From an optimization exercise on the open Yosys and OpenROAD flow, aimed at small area, a short achievable clock period and few clock cycles per item; shortcuts taken in it are not production practice. No functional check of the RTL was part of this run. No activity file was given, so power comes from the tool's default toggle rates.

==> run.sh <==
#!/bin/bash
# synth_recipe.tcl (not shown) runs the flow's synth.tcl, then flattens the netlist and writes it again
# the make line also repeats each setting of config.mk as NAME=value (left out here)
make -C /OpenROAD-flow-scripts/flow DESIGN_CONFIG=/design/flow/config.mk WORK_HOME=/design/flow/orfs CLKGATE_MAP_FILE= SYNTH_SCRIPT=/design/flow/synth_recipe.tcl finish
==> config.mk <==
export PLATFORM = sky130hd
export DESIGN_NAME = uniform_range_random_unit
export DESIGN_NICKNAME = uniform_range_random_unit
export VERILOG_FILES = /design/flow/design.v
export SDC_FILE = /design/flow/constraint.sdc
export NUM_CORES = 4
export LEC_CHECK = 0
export CAP_MARGIN = 20
export CORE_MARGIN = 2
export CORE_UTILIZATION = 40
export SLEW_MARGIN = 20
==> constraint.sdc <==
create_clock -name core_clock -period 11.0 [get_ports {clk}]
set_input_delay 2.2000 -clock core_clock [delete_from_list [all_inputs] [get_ports {clk}]]
set_output_delay 2.2000 -clock core_clock [all_outputs]
set_load 0.01 [all_outputs]
==> design.v <==
`timescale 1ns / 1ps
package urr_pkg;
  localparam int STATE_W = 48;
  localparam int DATA_W  = 32;
  localparam int DRAW_W  = 31;
  localparam int DRAW_LSB = STATE_W - DRAW_W;
  localparam int MULT_W = 35;
  localparam logic [MULT_W-1:0]  LCG_MULT = 35'h5DEECE66D;
  localparam logic [STATE_W-1:0] LCG_INC  = 48'hB;
  localparam int DIG_W    = 4;                  
  localparam int DIGS     = 2;                  
  localparam int STEP_W   = DIG_W * DIGS;       
  localparam int STEPS    = STATE_W / STEP_W;   
  localparam int STEP_CNT_W = $clog2(STEPS);
  localparam int ACC_W    = MULT_W;             
  localparam int DIGP_W   = MULT_W + DIG_W;     
  localparam int SUM_W    = ACC_W + STEP_W;     
  localparam int SHIFT_W  = $clog2(DATA_W);
  localparam int NARROW_W = 9;
  localparam int NSTEPS   = 1;    
endpackage
`timescale 1ns / 1ps
module uniform_range_random_unit (
  input  logic                          clk,
  input  logic                          rst,
  input  logic                          seed_write,
  input  logic [urr_pkg::STATE_W-1:0]   seed_data,
  input  logic                          in_valid,
  output logic                          in_stall,
  input  logic [urr_pkg::DATA_W-1:0]    range_low,
  input  logic [urr_pkg::DATA_W-1:0]    range_high,
  output logic                          out_valid,
  input  logic                          out_stall,
  output logic [urr_pkg::DATA_W-1:0]    value,
  output logic                          range_error
);
  localparam int DW  = urr_pkg::DATA_W;
  localparam int NW  = urr_pkg::NARROW_W;
  localparam int NW2 = urr_pkg::NARROW_W + 2;
  localparam int NW3 = urr_pkg::NARROW_W + 3;
  localparam int SW  = urr_pkg::SHIFT_W;
  typedef enum logic [3:0] {
    S_IDLE,    
    S_PREP,    
    S_CHECK,   
    S_NORM,    
    S_DIV,     
    S_NDIV,    
    S_TDIV,    
    S_TCMP,    
    S_TACC,    
    S_REJ,     
    S_DONE     
  } state_t;
  state_t                          state, state_d;
  logic [DW-1:0]                   lo;
  logic [DW-1:0]                   m;       
  logic                            err;
  logic [DW-1:0]                   r;       
  logic [DW-1:0]                   nb;      
  logic [SW-1:0]                   k;       
  logic [SW-1:0]                   ks;      
  logic                            tval;    
  logic                            tmode;   
  logic                            dlt;     
  logic                            ge;      
  logic [2:0]                      np;      
  logic                            cin;     
  logic                            open_q;  
  logic [NW3-1:0]                  c1, c3, c5, c7;   
  logic [urr_pkg::STATE_W-1:0]     s;       
  logic                            sbusy;   
  logic                            srdy;    
  logic [urr_pkg::DRAW_W-1:0]      dc;      
  logic                            xrdy;    
  logic [urr_pkg::DRAW_W-1:0]      dq;      
  logic                            qrdy;    
  logic [urr_pkg::ACC_W-1:0]       acc, acc_c;
  logic                            lci;
  logic [urr_pkg::STEP_CNT_W-1:0]  lcnt;
  logic                            lclr;    
  function automatic logic [urr_pkg::DIGP_W-1:0] mul_dig(input logic [urr_pkg::DIG_W-1:0] dg);
    mul_dig = '0;
    for (int i = 1; i < (1 << urr_pkg::DIG_W); i++) begin
      mul_dig = mul_dig | ({urr_pkg::DIGP_W{dg == urr_pkg::DIG_W'(i)}} &
                           (urr_pkg::DIGP_W'(urr_pkg::LCG_MULT) * urr_pkg::DIGP_W'(i)));
    end
  endfunction
  logic [urr_pkg::SUM_W-1:0]  pp [urr_pkg::DIGS];
  logic [urr_pkg::SUM_W-1:0]  cs_s [urr_pkg::DIGS+1];
  logic [urr_pkg::SUM_W-1:0]  cs_c [urr_pkg::DIGS+1];
  logic [urr_pkg::STEP_W:0]   lres;                        
  assign cs_s[0] = urr_pkg::SUM_W'(acc);
  assign cs_c[0] = urr_pkg::SUM_W'(acc_c);
  for (genvar i = 0; i < urr_pkg::DIGS; i++) begin : g_csa
    assign pp[i]     = urr_pkg::SUM_W'(mul_dig(s[i*urr_pkg::DIG_W +: urr_pkg::DIG_W])) << (i*urr_pkg::DIG_W);
    assign cs_s[i+1] = cs_s[i] ^ cs_c[i] ^ pp[i];
    assign cs_c[i+1] = ((cs_s[i] & cs_c[i]) | (cs_s[i] & pp[i]) | (cs_c[i] & pp[i])) << 1;
  end
  assign lres = (urr_pkg::STEP_W+1)'(cs_s[urr_pkg::DIGS][urr_pkg::STEP_W-1:0]) +
                (urr_pkg::STEP_W+1)'(cs_c[urr_pkg::DIGS][urr_pkg::STEP_W-1:0]) +
                (urr_pkg::STEP_W+1)'(lci);
  logic [DW-1:0] dz;                                       
  assign dz = {1'b0, dc};
  logic          pow2;
  logic          narrow;
  logic [SW-1:0] lz;
  logic [DW-1:0] bk;          
  always_comb begin
    lz     = '0;
    for (int i = 0; i < DW; i++) begin
      if (m[i]) lz = SW'(DW - 1 - i);
    end
    bk = (~m) << ks;
  end
  logic [NW-1:0] nrem0;
  logic [2:0]    np0;         
  logic [SW-1:0] nk0;         
  always_comb begin
    if (m[8] | m[7]) begin
      nrem0 = NW'(dz[31:24]); np0 = dz[23:21]; nk0 = SW'(7);
    end else if (m[6] | m[5] | m[4]) begin
      nrem0 = NW'(dz[31:27]); np0 = dz[26:24]; nk0 = SW'(8);
    end else begin
      nrem0 = NW'(dz[31:30]); np0 = dz[29:27]; nk0 = SW'(9);
    end
  end
  logic [2:0] np_next;
  always_comb begin
    case (k)
      5'd1:    np_next = r[2:0];
      5'd2:    np_next = r[5:3];
      5'd3:    np_next = r[8:6];
      5'd4:    np_next = r[11:9];
      5'd5:    np_next = r[14:12];
      5'd6:    np_next = r[17:15];
      5'd7:    np_next = r[20:18];
      5'd8:    np_next = r[23:21];
      5'd9:    np_next = r[26:24];
      default: np_next = '0;
    endcase
  end
  logic [NW3-1:0] nt;
  logic [NW3-1:0] kq [8];     
  logic [NW3:0]   eq [8];
  logic [NW-1:0]  nrem;
  assign nt    = {nb[NW-1:0], np};
  assign kq[0] = '0;
  assign kq[1] = c1;
  assign kq[2] = {c1[NW3-2:0], 1'b0};
  assign kq[3] = c3;
  assign kq[4] = {c1[NW3-3:0], 2'b0};
  assign kq[5] = c5;
  assign kq[6] = {c3[NW3-2:0], 1'b0};
  assign kq[7] = c7;
  assign eq[0] = '0;
  for (genvar q = 1; q < 8; q++) begin : g_nq
    assign eq[q] = {1'b0, nt} + {1'b0, kq[q]};
  end
  always_comb begin
    nrem = nt[NW-1:0];
    for (int q = 1; q < 8; q++) begin
      if (eq[q][NW3]) nrem = eq[q][NW-1:0];
    end
  end
  logic [DW:0] sum;
  logic        cout;
  assign sum  = {1'b0, r} + {1'b0, nb} + (DW+1)'(cin);
  assign cout = sum[DW];
  logic [DW-1:0] mn;
  logic          pow2_n, narrow_n;
  assign mn       = sum[DW-1:0];
  assign pow2_n   = (((mn >> 1) & ~mn) == '0);
  assign narrow_n = (mn[DW-1:NW] == '0);
  logic last;           
  logic div_ok;         
  logic ndiv_ok;
  logic tcmp_ok;        
  logic tcmp_known;     
  logic consume;        
  logic ov_d;
  logic open_d;
  assign last       = (k == '0);
  logic redir;
  assign redir      = !tmode && !ge && !tval;
  assign div_ok     = ge | tval;
  assign ndiv_ok    = ge | tval;
  assign tcmp_ok    = !cout;
  assign tcmp_known = dlt | m[DW-1];
  assign consume    = ((state == S_DONE) && !out_valid && !err) || (state == S_REJ);
  always_comb begin
    state_d = state;
    case (state)
      S_PREP:  state_d = cout ? S_CHECK : S_DONE;
      S_CHECK: begin
        if (xrdy) begin
          if (pow2)                  state_d = S_DONE;
          else if (tval || m[DW-1])  state_d = S_TCMP;
          else if (narrow)           state_d = S_NDIV;
          else                       state_d = S_NORM;
        end
      end
      S_NORM:  state_d = redir ? S_NORM : (tmode ? S_TDIV : S_DIV);
      S_DIV:   if (last) state_d = div_ok ? S_DONE : S_NORM;
      S_NDIV:  if (last) state_d = ndiv_ok ? S_DONE : S_NORM;
      S_TDIV:  if (last) state_d = S_TCMP;
      S_TCMP:  state_d = tcmp_ok ? S_TACC : S_REJ;
      S_TACC: begin
        if (tcmp_known)       state_d = S_DONE;
        else if (narrow)      state_d = S_NDIV;
        else                  state_d = S_NORM;
      end
      S_REJ:   state_d = S_CHECK;
      S_DONE:  if (!out_valid) state_d = S_IDLE;
      default: state_d = S_IDLE;
    endcase
    if (open_q && in_valid) state_d = S_PREP;
    if (rst) state_d = S_IDLE;
    ov_d = out_valid;
    if (out_valid && !out_stall) ov_d = 1'b0;
    if ((state == S_DONE) && !out_valid) ov_d = 1'b1;
    if (rst) ov_d = 1'b0;
    open_d = rst || !(open_q && in_valid) &&
             ((state == S_IDLE) ||
              ((state == S_DONE) && !out_valid) ||
              (((state == S_CHECK) && xrdy && pow2) ||
               ((state == S_DIV) && last && div_ok) ||
               ((state == S_NDIV) && last && ndiv_ok) ||
               ((state == S_TACC) && tcmp_known) ||
               ((state == S_DONE) && out_valid)) && !ov_d);
  end
  always_ff @(posedge clk) begin
    state     <= state_d;
    out_valid <= ov_d;
    in_stall  <= !open_d;
    open_q    <= open_d;
    ge        <= (dz > m);
    cin       <= open_q && in_valid;
    if (lclr) begin
      acc   <= urr_pkg::ACC_W'(urr_pkg::LCG_INC);
      acc_c <= '0;
      lci   <= 1'b0;
      lcnt  <= '0;
      lclr  <= 1'b0;
    end else if (sbusy) begin
      s     <= {lres[urr_pkg::STEP_W-1:0], s[urr_pkg::STATE_W-1:urr_pkg::STEP_W]};
      acc   <= urr_pkg::ACC_W'(cs_s[urr_pkg::DIGS] >> urr_pkg::STEP_W);
      acc_c <= urr_pkg::ACC_W'(cs_c[urr_pkg::DIGS] >> urr_pkg::STEP_W);
      lci   <= lres[urr_pkg::STEP_W];
      lcnt  <= lcnt + 1'b1;
      if (lcnt == urr_pkg::STEP_CNT_W'(urr_pkg::STEPS-1)) begin
        sbusy <= 1'b0;
        srdy  <= 1'b1;
        acc   <= urr_pkg::ACC_W'(urr_pkg::LCG_INC);
        acc_c <= '0;
        lci   <= 1'b0;
        lcnt  <= '0;
      end
    end
    if (consume) begin
      if (qrdy) begin
        dc <= dq;
        if (srdy) begin
          dq    <= s[urr_pkg::STATE_W-1:urr_pkg::DRAW_LSB];
          srdy  <= 1'b0;
          sbusy <= 1'b1;
        end else begin
          qrdy <= 1'b0;
        end
      end else if (srdy) begin
        dc    <= s[urr_pkg::STATE_W-1:urr_pkg::DRAW_LSB];
        srdy  <= 1'b0;
        sbusy <= 1'b1;
      end else begin
        xrdy <= 1'b0;
      end
    end else if (srdy && !xrdy) begin
      dc    <= s[urr_pkg::STATE_W-1:urr_pkg::DRAW_LSB];
      xrdy  <= 1'b1;
      srdy  <= 1'b0;
      sbusy <= 1'b1;
    end else if (srdy && !qrdy) begin
      dq    <= s[urr_pkg::STATE_W-1:urr_pkg::DRAW_LSB];
      qrdy  <= 1'b1;
      srdy  <= 1'b0;
      sbusy <= 1'b1;
    end
    case (state)
      S_PREP: begin
        m      <= sum[DW-1:0];
        pow2   <= pow2_n;
        narrow <= narrow_n;
        err  <= !cout;
        tval <= 1'b0;
        dlt  <= 1'b0;
      end
      S_CHECK: begin
        c1 <= ~m[NW3-1:0];
        c3 <= ~(NW3'(3) * m[NW3-1:0] + NW3'(2));
        c5 <= ~(NW3'(5) * m[NW3-1:0] + NW3'(4));
        c7 <= ~(NW3'(7) * m[NW3-1:0] + NW3'(6));
        if (pow2) begin
          r  <= dz & m;
          nb <= lo;
        end else if (tval) begin
          nb <= ~dz;
        end else if (narrow) begin
          r  <= dz;
          nb <= DW'(nrem0);
          np <= np0;
          k  <= nk0;
        end else if (m[DW-1]) begin
          r     <= ~m;
          nb    <= ~dz;
          tval  <= 1'b1;
        end else begin
          r     <= dz;
          k     <= lz - 1'b1;
          ks    <= lz - 1'b1;
          tmode <= 1'b0;
        end
      end
      S_NORM: begin
        nb <= bk;
        if (redir) begin
          r     <= ~m;
          k     <= lz;
          ks    <= lz;
          tmode <= 1'b1;
          dlt   <= 1'b1;
        end
      end
      S_DIV, S_TDIV: begin
        if (cout) r <= sum[DW-1:0];
        nb  <= {1'b1, nb[DW-1:1]};
        k   <= k - 1'b1;
        if (last) begin
          if (state == S_TDIV) begin
            nb   <= ~dz;
            tval <= 1'b1;
          end else if (div_ok) begin
            nb <= lo;
          end else begin
            r     <= ~m;
            k     <= lz;
            ks    <= lz;
            tmode <= 1'b1;
            dlt   <= 1'b1;
          end
        end
      end
      S_NDIV: begin
        nb[NW-1:0] <= nrem;
        np  <= np_next;
        k   <= k - 1'b1;
        if (last) begin
          if (ndiv_ok) begin
            r  <= DW'(nrem);
            nb <= lo;
          end else begin
            r     <= ~m;
            k     <= lz;
            ks    <= lz;
            tmode <= 1'b1;
            dlt   <= 1'b1;
          end
        end
      end
      S_TACC: begin
        begin
          r  <= dz;
          nb <= lo;
          if (!tcmp_known) begin
            nb    <= DW'(nrem0);
            np    <= np0;
            k     <= narrow ? nk0 : (lz - 1'b1);
            ks    <= lz - 1'b1;
            tmode <= 1'b0;
          end
        end
      end
      S_REJ: begin
        dlt <= 1'b0;
      end
      default: ;
    endcase
    if ((state == S_DONE) && !out_valid) begin
      value       <= err ? '0 : sum[DW-1:0];
      range_error <= err;
    end
    if (open_q) begin
      lo <= range_low;
      r  <= range_high;
      nb <= ~range_low;
      if (seed_write) begin
        s     <= seed_data;
        sbusy <= 1'b1;
        srdy  <= 1'b0;
        xrdy  <= 1'b0;
        qrdy  <= 1'b0;
        lclr  <= 1'b1;
      end
    end
    if (rst) begin
      s     <= urr_pkg::LCG_INC;    
      sbusy <= 1'b0;
      srdy  <= 1'b1;
      xrdy  <= 1'b0;
      qrdy  <= 1'b0;
      lclr  <= 1'b1;
    end
  end
endmodule
==> run summary <==
Yosys reg bits 418; length of the first detailed-routing pass in iterations 7; leading area contributor after synthesis edfxtp_1; setup TNS 0 ns; Area growth syn-to-layout 12.5%; CP endpoint kind register; first-pass GRT wire length 175,000 µm; Pins Over Slew Limit 0; Least-Margin Pin Slew 1.06 ns; Max Cap Viol 0; vias in the first global route 27,800; Final #Nets roughly 4,200; status finished clean; fill count 7,962; I/O pin cnt around 150; Core ar. 81,800 µm²; grt met2 use 39.6%; Overflow after GRT 0; clock buffer count from CTS just over 50; crit path DAT just under 5 ns; clk root buf clkbuf_16; Fin Clk Skew about 0.034 ns; Clock Latency Late Sink 0.63 ns; met3 GRT Util under 10%; Via-to-Cell Ratio about 6.1; synthesized area per cell ~8.8 µm²; Tcrit/Tclk final about two fifths; Post-synth EDFFs ~290; Worst Path Required roughly 11 ns; most common library cells after synthesis 426 x nor2_1, 402 x a21oi_1, 299 x nand2_1; Routed WL roughly 120,000 µm; via count 29,600; Post-Syn Area around 33,000 µm²; Int Pwr 0.00384 W; HP Class reg -> reg; post-CTS setup buffers 0; Syn Inst Count roughly 3,700; clock sink count 418; ANT nets after route 0; ys flop type edfxtp_1; CTS tree done; share of the synthesized area in the top cell type between 20% and 30%; Sw Pwr ~0.0024 W; fmax 217 MHz; initial antenna violation count 1; post-synthesis async set-or-reset flop share 0%; RSZ-0062 raised after global routing false; crit path launch type register; maximum clock path buffer count 3; GRT Util Overall a little over a quarter; Starting Density 40.3%; switch share 38.6%; power density over the cells 169 nW/µm²; GR Util met1 39.0%; hold_buf cts 0; Lkg Pwr 14.5 nW; Fin. Hold Viols 0; fin crit period 4.61 ns; chip width between 200 and 300 µm; most frequent cell after synthesis nor2_1; worst-path fanout max 18; H-tree Lvls 2; Worst-path clk slew around 0.070 ns; share of layout cells above drive strength 1 between 6 and 7%; peak supply drop around 0.00012 V; power share of the combinational group between 30% and 40%; die height 291 µm; normalized max-slew margin between 20% and 30%; IO buf count 151; Post-Layout Cell Count 4,875; dpl cells around 4,800; Mapped Nets 4,195; part of the power in registers between 30% and 40%; final setup fails 0; warnings from Yosys 6; post_cts resized 0; Setup CP Type reg -> reg; largest net degree at the start of global routing approximately 100; full die area between 80,000 and 90,000 µm²; synth unique cells between 90 and 100; HPWL after detailed placement between 80,000 and 90,000 µm; Seq/Total Area, Yosys about 34%; Cell Rows between 100 and 150; initial DRC count between 3,000 and 4,000; Avg WL per Cell 23.9 µm; # DRC 0; grt peak-use layer met2; Clock power frac a little over a quarter; final estimated routing congestion in global placement approximately 0.95; ranking of synthesized cells by area edfxtp_1 26%, ha_1 9.7%, dfxtp_1 8.1%
## path summary, 6_finish.rpt
| check | startpoint | endpoint | slack (ns) | depth (start not counted) |
|---|---|---|---|---|
| max | nb[0]$_DFFE_PP_ | r[3]$_DFFE_PP_ | 6.39 | 15 |
| min | acc_c[30]$_SDFFE_PP0P_ | acc_c[30]$_SDFFE_PP0P_ | 0.47 | 2 |
| max reg2reg | nb[0]$_DFFE_PP_ | r[3]$_DFFE_PP_ | 6.39 | 15 |
| min reg2reg | acc_c[30]$_SDFFE_PP0P_ | acc_c[30]$_SDFFE_PP0P_ | 0.47 | 2 |
## area by class of cell
type | count | area, µm² | area share (%)
clock buffer | 70 | 1440 | 3.88
multi-input combinational | 2858 | 20100 | 54.1
clock inverter | 24 | 214 | 0.576
timing repair buffer | 210 | 1970 | 5.32
inverter | 224 | 841 | 2.27
tap | 1070 | 1340 | 3.61
sequential | 418 | 11200 | 30.3
antenna | 1 | 2.50 | 0.00674
## power by group through the flow
stage                     Combinational (W)  Sequential, W  Clock [W]
after floorplan                     0.00172        0.00204          0
after global placement              0.00232        0.00217          0
after detailed placement            0.00234        0.00217          0
after CTS                           0.00236        0.00214    0.00173
after global routing                0.00264        0.00216    0.00179
final                               0.00238        0.00216    0.00171
## placed cells by master (no fill, tap or decap), types with 49 or more instances in the layout
master	n
o21ai_0	204
a211oi_1	70
clkdlybuf4s50_1	150
nand3_1	66
nor3_1	89
nand2_1	298
dfxtp_1	130
fa_1	82
a311oi_1	49
nor2_1	424
buf_4	57
nand2b_1	59
clkbuf_16	54
mux2i_1	105
a21o_1	51
inv_1	217
ha_1	256
xnor2_1	75
a21oi_1	398
edfxtp_1	285
## through the flow
stage | hold slack (ns) | power (W) | utilization [%] | setup slack [ns] | instance area (µm²)
after global routing | 0.488 | 0.00660 | 45.3 | 6.08 | 37100
after CTS | 0.471 | 0.00623 | 45.3 | 6.46 | 37100
after global placement | 0.458 | 0.00449 | 43.3 | 6.45 | 35400
after floorplan | 0.446 | 0.00376 | - | 7.31 | 33000
after detailed placement | 0.462 | 0.00451 | 43.3 | 6.49 | 35400
final | 0.470 | 0.00626 | 45.4 | 6.39 | 37100
## state kept, by name, indices dropped and copies added (netlist names), 4 cells and up
register,flops
s,48
acc,35
acc_c,32
lo,32
m,32
nb,32
r,32
value,32
dc,31
dq,31
c1,12
c7,11
c3,10
c5,10
k,5
ks,5
state,4
## worst max-delay path: stages, from the launching register on
cell and delay, ns:
edfxtp_1 0.77, fa_1 0.33, inv_1 0.07, fa_1 0.40
nor2b_1 0.21, o21ai_1 0.17, a211o_1 0.35, a21oi_2 0.24
o2111a_1 0.29, o31a_4 0.20, a311oi_4 0.09, buf_4 0.24
nor2_2 0.36, inv_2 0.15, a211oi_1 0.32, o22ai_1 0.13
## cells by family after synthesis
logic type / count (synthesis) / synth area share [%]
fa+ha+maj: 338 / 14.7
compound gates: 1138 / 21.8
flops: 418 / 34.0
simple gates: 1101 / 14.9
mux: 175 / 6.33
buf+inv: 464 / 5.41
xor+xnor: 106 / 2.81
## metal layers
metal,wire (µm),vias to the layer above
li1,-,13700
met1,50500,14000
met2,49100,1647
met3,13000,224
met4,3890,0
met5,0,-

-- static timing again, ports no longer ideal --
The results above use ideal ports. As a check the final layout listed here was re-extracted and re-timed, cells and wires unchanged. Step 1: set_driving_cell puts a clkbuf_16 on clk and a buf_2 on each other input, an assumption about the parent block. Step 2 moves the port delays by t, midway between the first and last clock arrival at a register: inputs arrive t later, outputs are due t later. That takes back most of the time a late clock gives input paths. a / b / c = ideal / step 1 / step 2; a / b = the first two.
t (ns): 0.678
setup slack, ns: 6.395 / 6.395 / 6.395
worst setup path at the end: register to register
cell pins on the clock port's net: 1
After both steps this run still meets setup and hold. The setup slack of this run moves by 0.000 ns with the drivers and by 0.000 ns with both steps.
